This is an optimization exercise on Yosys and OpenROAD, whose aim is small area, a short achievable clock period and few clock cycles per item, not a production implementation.
RTL that was checked went through simulation tests only; none was proved equivalent to the original.
No activity file was given, so power comes from the tool's default toggle rates.

xenon:
Design host_envelope_deframer_crc16_core, start of the top module:
module host_envelope_deframer_crc16_core #(
	parameter int ENVELOPE_BYTES    = 40,
	parameter int INNER_FRAME_BYTES = 36
) (
	input  logic                           clk,
	input  logic                           arst_n,
	input  logic                           cfg_we,
	input  logic [hedc_pkg::CFG_IDX_W-1:0] cfg_idx,
	input  logic [7:0]                     cfg_data,
	input  logic                           rx_valid,
	output logic                           rx_stall,
	input  logic [7:0]                     rx_byte,
	output logic                           out_valid,
	input  logic                           out_stall,
	output logic [7:0]                     out_byte,
	output logic                           out_last
);
Settings: LEC_CHECK=0, ABC_AREA=1, ABC_CLOCK_PERIOD_IN_PS=2000, CAP_MARGIN=20, CORE_MARGIN=2, CORE_UTILIZATION=40, CTS_CLUSTER_DIAMETER=80, CTS_CLUSTER_SIZE=28, PLACE_DENSITY=0.6, SETUP_SLACK_MARGIN=2.95, SLEW_MARGIN=20; clock period 5.0 ns.
standard.sh (not shown) runs the stock make flow with config.mk's settings and CLKGATE_MAP_FILE= SYNTH_SCRIPT=/design/flow/synth_recipe.tcl, a recipe that flattens the netlist after the stock synthesis.
==> flow/flow/run.sh <==
#!/bin/bash
# The standard layout (the standard.sh, ORFS synthesis to finish), with
# two changes to how the layout is made:
#  - the port buffers that buffer_ports inserts are sky130_fd_sc_hd__buf_2
#    instead of the delay cell it picks by default;
#  - clock tree synthesis runs with the standard arguments (and the cluster
#    settings of config.mk) but inserts no dummy loads.
# Everything else, including synthesis, floorplan, power grid and tap cells,
# is the standard flow.
set -euo pipefail
cd "$(dirname "$0")/.."
bash standard.sh \
	'BUFFER_PORTS_ARGS=-buffer_cell sky130_fd_sc_hd__buf_2' \
	'CTS_ARGS=-sink_clustering_enable -repair_clock_nets -sink_clustering_size 28 -sink_clustering_max_diameter 80 -dont_use_dummy_load -sink_clustering_levels 1' \
	finish > run_make.log 2>&1
Testbench counts of xenon, summed over its fixed seeds: cycles 19,364, beats 12,008.
Relative to xenon, the following input files were edited for juniper:
-- flow/flow/run.sh --
<<< xenon, line 12
bash standard.sh \
	'BUFFER_PORTS_ARGS=-buffer_cell sky130_fd_sc_hd__buf_2' \
	'CTS_ARGS=-sink_clustering_enable -repair_clock_nets -sink_clustering_size 28 -sink_clustering_max_diameter 80 -dont_use_dummy_load -sink_clustering_levels 1' \
	finish > run_make.log 2>&1
>>> juniper, line 12
bash standard.sh \
	'BUFFER_PORTS_ARGS=-buffer_cell sky130_fd_sc_hd__buf_2' \
	'CTS_ARGS=-sink_clustering_enable -repair_clock_nets -sink_clustering_size 28 -sink_clustering_max_diameter 80 -dont_use_dummy_load -distance_between_buffers 1000 -branching_point_buffers_distance 1000' \
	finish > run_make.log 2>&1
==> notes.md <==
Cell area: juniper vs xenon identical. Comparing juniper against xenon, there is no change at all in number of maximum-capacitance violations. Total length of routed wires essentially unchanged between xenon and juniper. juniper and xenon all finish clean. Worst slack at placement came out exactly the same in juniper and xenon. Reported for juniper and xenon, sequential cell count turned out identical to the last digit. Reported for juniper and xenon, number of enable flip-flop cells after synthesis turned out identical to the last digit. For number of non-clock buffers in the layout, xenon and juniper come out practically identical.
Input-level comparison between violet and juniper:
- CTS_CLUSTER_DIAMETER: 80 -> 70
- CTS_CLUSTER_SIZE: 28 -> 34
==> flow/flow/run.sh <==
#!/bin/bash
# The standard layout (the standard.sh, ORFS synthesis to finish), with
# the port buffers that buffer_ports inserts made sky130_fd_sc_hd__buf_2
# instead of the delay cell it picks by default. Everything else, including
# synthesis, floorplan, power grid and tap cells, is the standard flow.
set -euo pipefail
cd "$(dirname "$0")/.."
bash standard.sh 'BUFFER_PORTS_ARGS=-buffer_cell sky130_fd_sc_hd__buf_2' finish > run_make.log 2>&1
Findings:
- Relative to juniper, the total power measured on violet has increased by a few percent.
- violet reached the final stage; the timing, design-rule and antenna checks on its layout passed.
- Measured against each other, violet and juniper differ in area growth from synthesis to layout, the higher figure coming from violet.
- Against juniper as the reference, violet delivers a lower met3 demand-to-capacity share in global routing.
- Against juniper, violet comes in 1.3 points higher on worst slew margin relative to its limit.
Inputs modified between violet and garnet:
- CTS_CLUSTER_DIAMETER changed from 70 to 80
- SETUP_SLACK_MARGIN changed from 2.95 to 3.0
- ABC_AREA removed (was 1)
- CTS_CLUSTER_SIZE changed from 34 to 28
==> flow/run.sh (new file) <==
#!/bin/bash
# synth_recipe.tcl (not shown) runs the flow's synth.tcl, then flattens the netlist and writes it again
# the make line also repeats each setting of config.mk as NAME=value (left out here)
make -C /OpenROAD-flow-scripts/flow DESIGN_CONFIG=/design/flow/config.mk WORK_HOME=/design/flow/orfs CLKGATE_MAP_FILE= SYNTH_SCRIPT=/design/flow/synth_recipe.tcl finish
removed: flow/flow/run.sh
removed: flow/standard.sh
### Flow results
- Delta (garnet minus violet): top fanout value on the critical path now larger, clock edge transition at the registers on the reported setup and hold paths comparable, weighted congestion reported at the end of routability-driven placement now smaller, overall power now smaller, buffer count from post-CTS setup fixing now larger.
- Final cell utilization of the core: lower on violet
- Layer carrying the most global-route usage: met2 -> garnet, met1 -> violet
- met2 track utilization from global routing was lower in the run labelled violet.
- Of garnet and violet, the higher post-route cell area belongs to garnet.
diff inputs: garnet => raven
- setting ABC_AREA to 1 for the first time
- changing SETUP_SLACK_MARGIN from 3.0 to 2.95
==> flow/flow/run.sh (new file) <==
#!/bin/bash
# The standard layout (the standard.sh, ORFS synthesis to finish), with
# two changes to how the layout is made:
#  - the port buffers that buffer_ports inserts are sky130_fd_sc_hd__buf_2
#    instead of the delay cell it picks by default;
#  - clock tree synthesis runs with the standard arguments (and the cluster
#    settings of config.mk) but inserts no dummy loads.
# Everything else, including synthesis, floorplan, power grid and tap cells,
# is the standard flow.
set -euo pipefail
cd "$(dirname "$0")/.."
bash standard.sh \
	'BUFFER_PORTS_ARGS=-buffer_cell sky130_fd_sc_hd__buf_2' \
	'CTS_ARGS=-sink_clustering_enable -repair_clock_nets -sink_clustering_size 28 -sink_clustering_max_diameter 80 -dont_use_dummy_load' \
	finish > run_make.log 2>&1
==> flow/standard.sh (new file) <==
#!/bin/bash
# synth_recipe.tcl (not shown) runs the flow's synth.tcl, then flattens the netlist and writes it again
# the make line also repeats each setting of config.mk as NAME=value (left out here)
make -C /OpenROAD-flow-scripts/flow DESIGN_CONFIG=/design/flow/config.mk WORK_HOME=/design/flow/orfs CLKGATE_MAP_FILE= SYNTH_SCRIPT=/design/flow/synth_recipe.tcl "${@:-finish}"
removed: flow/run.sh
Notes after the runs:
raven did not stop at any stage, and its layout met the timing, design-rule and antenna checks.
| fmax | raven vs garnet | about 13% higher |
Total length of routed met3 wires: raven vs garnet up 3.6%
Delay of the slowest critical-path stage sits higher in raven than in garnet.
Final period demand of the worst path (raven over garnet): decrease, 0.27 ns

* * *

Another version of the RTL of host_envelope_deframer_crc16_core (not shown whole).
Size in the first run: about 1,100 cells after synthesis, about 450 flip-flops, about 35 I/O pins, roughly 13,000 um2 of cells after synthesis.
Settings: LEC_CHECK=0, ABC_AREA=1, ABC_CLOCK_PERIOD_IN_PS=2500, CAP_MARGIN=20, CORE_MARGIN=2, CORE_UTILIZATION=40, CTS_CLUSTER_DIAMETER=80, CTS_CLUSTER_SIZE=28, PLACE_DENSITY=0.6, SETUP_SLACK_MARGIN=3.0, SLEW_MARGIN=20; clock period 5.0 ns.
run.sh (not shown) runs the stock make flow with config.mk's settings and CLKGATE_MAP_FILE= SYNTH_SCRIPT=/design/flow/synth_recipe.tcl, a recipe that flattens the netlist after the stock synthesis.
Stock flow here: none of the scripts above is used.
The first run passed the timing, design-rule and antenna checks.
==> next run, changes <==
==> flow/flow/run.sh (new file) <==
#!/bin/bash
# The standard layout (the standard.sh, ORFS synthesis to finish), with
# the port buffers that buffer_ports inserts made sky130_fd_sc_hd__buf_2
# instead of the delay cell it picks by default. Everything else, including
# synthesis, floorplan, power grid and tap cells, is the standard flow.
set -euo pipefail
cd "$(dirname "$0")/.."
bash standard.sh 'BUFFER_PORTS_ARGS=-buffer_cell sky130_fd_sc_hd__buf_2' finish > run_make.log 2>&1
==> flow/standard.sh (new file) <==
#!/bin/bash
# synth_recipe.tcl (not shown) runs the flow's synth.tcl, then flattens the netlist and writes it again
# the make line also repeats each setting of config.mk as NAME=value (left out here)
make -C /OpenROAD-flow-scripts/flow DESIGN_CONFIG=/design/flow/config.mk WORK_HOME=/design/flow/orfs CLKGATE_MAP_FILE= SYNTH_SCRIPT=/design/flow/synth_recipe.tcl "${@:-finish}"
- ABC_CLOCK_PERIOD_IN_PS: 2500 -> 2000
- SETUP_SLACK_MARGIN: 3.0 -> 2.95
removed: flow/run.sh
After rerunning: Global-route usage falls by 0.12 points; via count falls by 1.4%; final area falls by 1.7%; cell count hardly moves; setup slack gets worse by 56 ps; count of clock-buffer cells in the layout rises by 1; area after synthesis does not change; sequential share of layout area rises by 1.1 points.
Function was not checked in any run of this note: the RTL went through the layout flow alone.

* * *

host_envelope_deframer_crc16_core with an RTL version that a note above also has.
Size in the first run: about 1100 cells after synthesis, ~450 flip-flops, roughly 35 I/O pins, about 13000 um2 of cells after synthesis.
Design host_envelope_deframer_crc16_core, start of the top module:
module host_envelope_deframer_crc16_core #(
	parameter int ENVELOPE_BYTES    = 40,
	parameter int INNER_FRAME_BYTES = 36
) (
	input  logic                           clk,
	input  logic                           arst_n,
	input  logic                           cfg_we,
	input  logic [hedc_pkg::CFG_IDX_W-1:0] cfg_idx,
	input  logic [7:0]                     cfg_data,
	input  logic                           rx_valid,
	output logic                           rx_stall,
	input  logic [7:0]                     rx_byte,
	output logic                           out_valid,
	input  logic                           out_stall,
	output logic [7:0]                     out_byte,
	output logic                           out_last
);
Settings: LEC_CHECK=0, ABC_AREA=1, ABC_CLOCK_PERIOD_IN_PS=2000, CAP_MARGIN=20, CORE_MARGIN=2, CORE_UTILIZATION=40, CTS_CLUSTER_DIAMETER=80, CTS_CLUSTER_SIZE=28, PLACE_DENSITY=0.6, SETUP_SLACK_MARGIN=2.95, SLEW_MARGIN=20; clock period 5.0 ns.
standard.sh (not shown) runs the stock make flow with config.mk's settings and CLKGATE_MAP_FILE= SYNTH_SCRIPT=/design/flow/synth_recipe.tcl, a recipe that flattens the netlist after the stock synthesis.
==> flow/flow/run.sh <==
#!/bin/bash
# The standard layout (the standard.sh, ORFS synthesis to finish), with
# the port buffers that buffer_ports inserts made sky130_fd_sc_hd__buf_2
# instead of the delay cell it picks by default. Everything else, including
# synthesis, floorplan, power grid and tap cells, is the standard flow.
set -euo pipefail
cd "$(dirname "$0")/.."
bash standard.sh 'BUFFER_PORTS_ARGS=-buffer_cell sky130_fd_sc_hd__buf_2' finish > run_make.log 2>&1
Testbench counts at the start, summed over its fixed seeds: cycles 19,364, beats 12,008.
Then changed:
==> flow/run.sh (new file) <==
#!/bin/bash
# synth_recipe.tcl (not shown) runs the flow's synth.tcl, then flattens the netlist and writes it again
# the make line also repeats each setting of config.mk as NAME=value (left out here)
make -C /OpenROAD-flow-scripts/flow DESIGN_CONFIG=/design/flow/config.mk WORK_HOME=/design/flow/orfs CLKGATE_MAP_FILE= SYNTH_SCRIPT=/design/flow/synth_recipe.tcl finish
removed: flow/flow/run.sh
removed: flow/standard.sh
=> Non-clock buffer count rises by 1. Global-route usage rises by 0.12 points. Count of clock-buffer cells in the layout stays the same. First-iteration DRC count goes down by about 14%. Sequential power is about the same. Worst hold slack improved by 0.010 ns. Wire length goes up by about 1.6%. Final cell count stays flat. Design area grows by about 1.6%. Utilization goes up by 0.74 points.

==> what the ideal ports hide <==
The flow's constraints put no driver on any port. The routed layouts listed below were extracted and timed again, unchanged, in two steps.
Step 1 assumes that a clkbuf_16 drives the clock port and a buf_2 every other input.
Step 2, shift: input delay + t, output delay - t, t = (earliest + latest rising clock arrival at the registers) / 2. This alone moves slack from input paths to output paths.
a / b / c = no drivers / after step 1 / after step 2; a / b = the first two.
run | t, ns | setup WS [ns] | worst setup path at the end
xenon | 0.551 | 2.913 / 2.866 / 2.821 | input to register
juniper | 0.551 | 2.913 / 2.866 / 2.821 | input to register
violet | 0.580 | 2.884 / 2.837 / 2.800 | input to register
garnet | 0.572 | 2.645 / 2.645 / 2.449 | input to register
raven | 0.551 | 2.913 / 2.866 / 2.821 | input to register
the first run of note 2 | 0.571 | 2.841 / 2.841 / 2.449 | input to register
the second run of note 2 | 0.574 | 2.785 / 2.785 / 2.770 | input to register
the first run of note 3 | 0.569 | 2.908 / 2.861 / 2.815 | input to register
the second run of note 3 | 0.572 | 2.917 / 2.870 / 2.431 | input to register
After both steps every run listed still meets setup and hold. The setup slack of the second run of note 3, which loses most, moves by -0.047 ns with the drivers and by -0.486 ns with both steps.
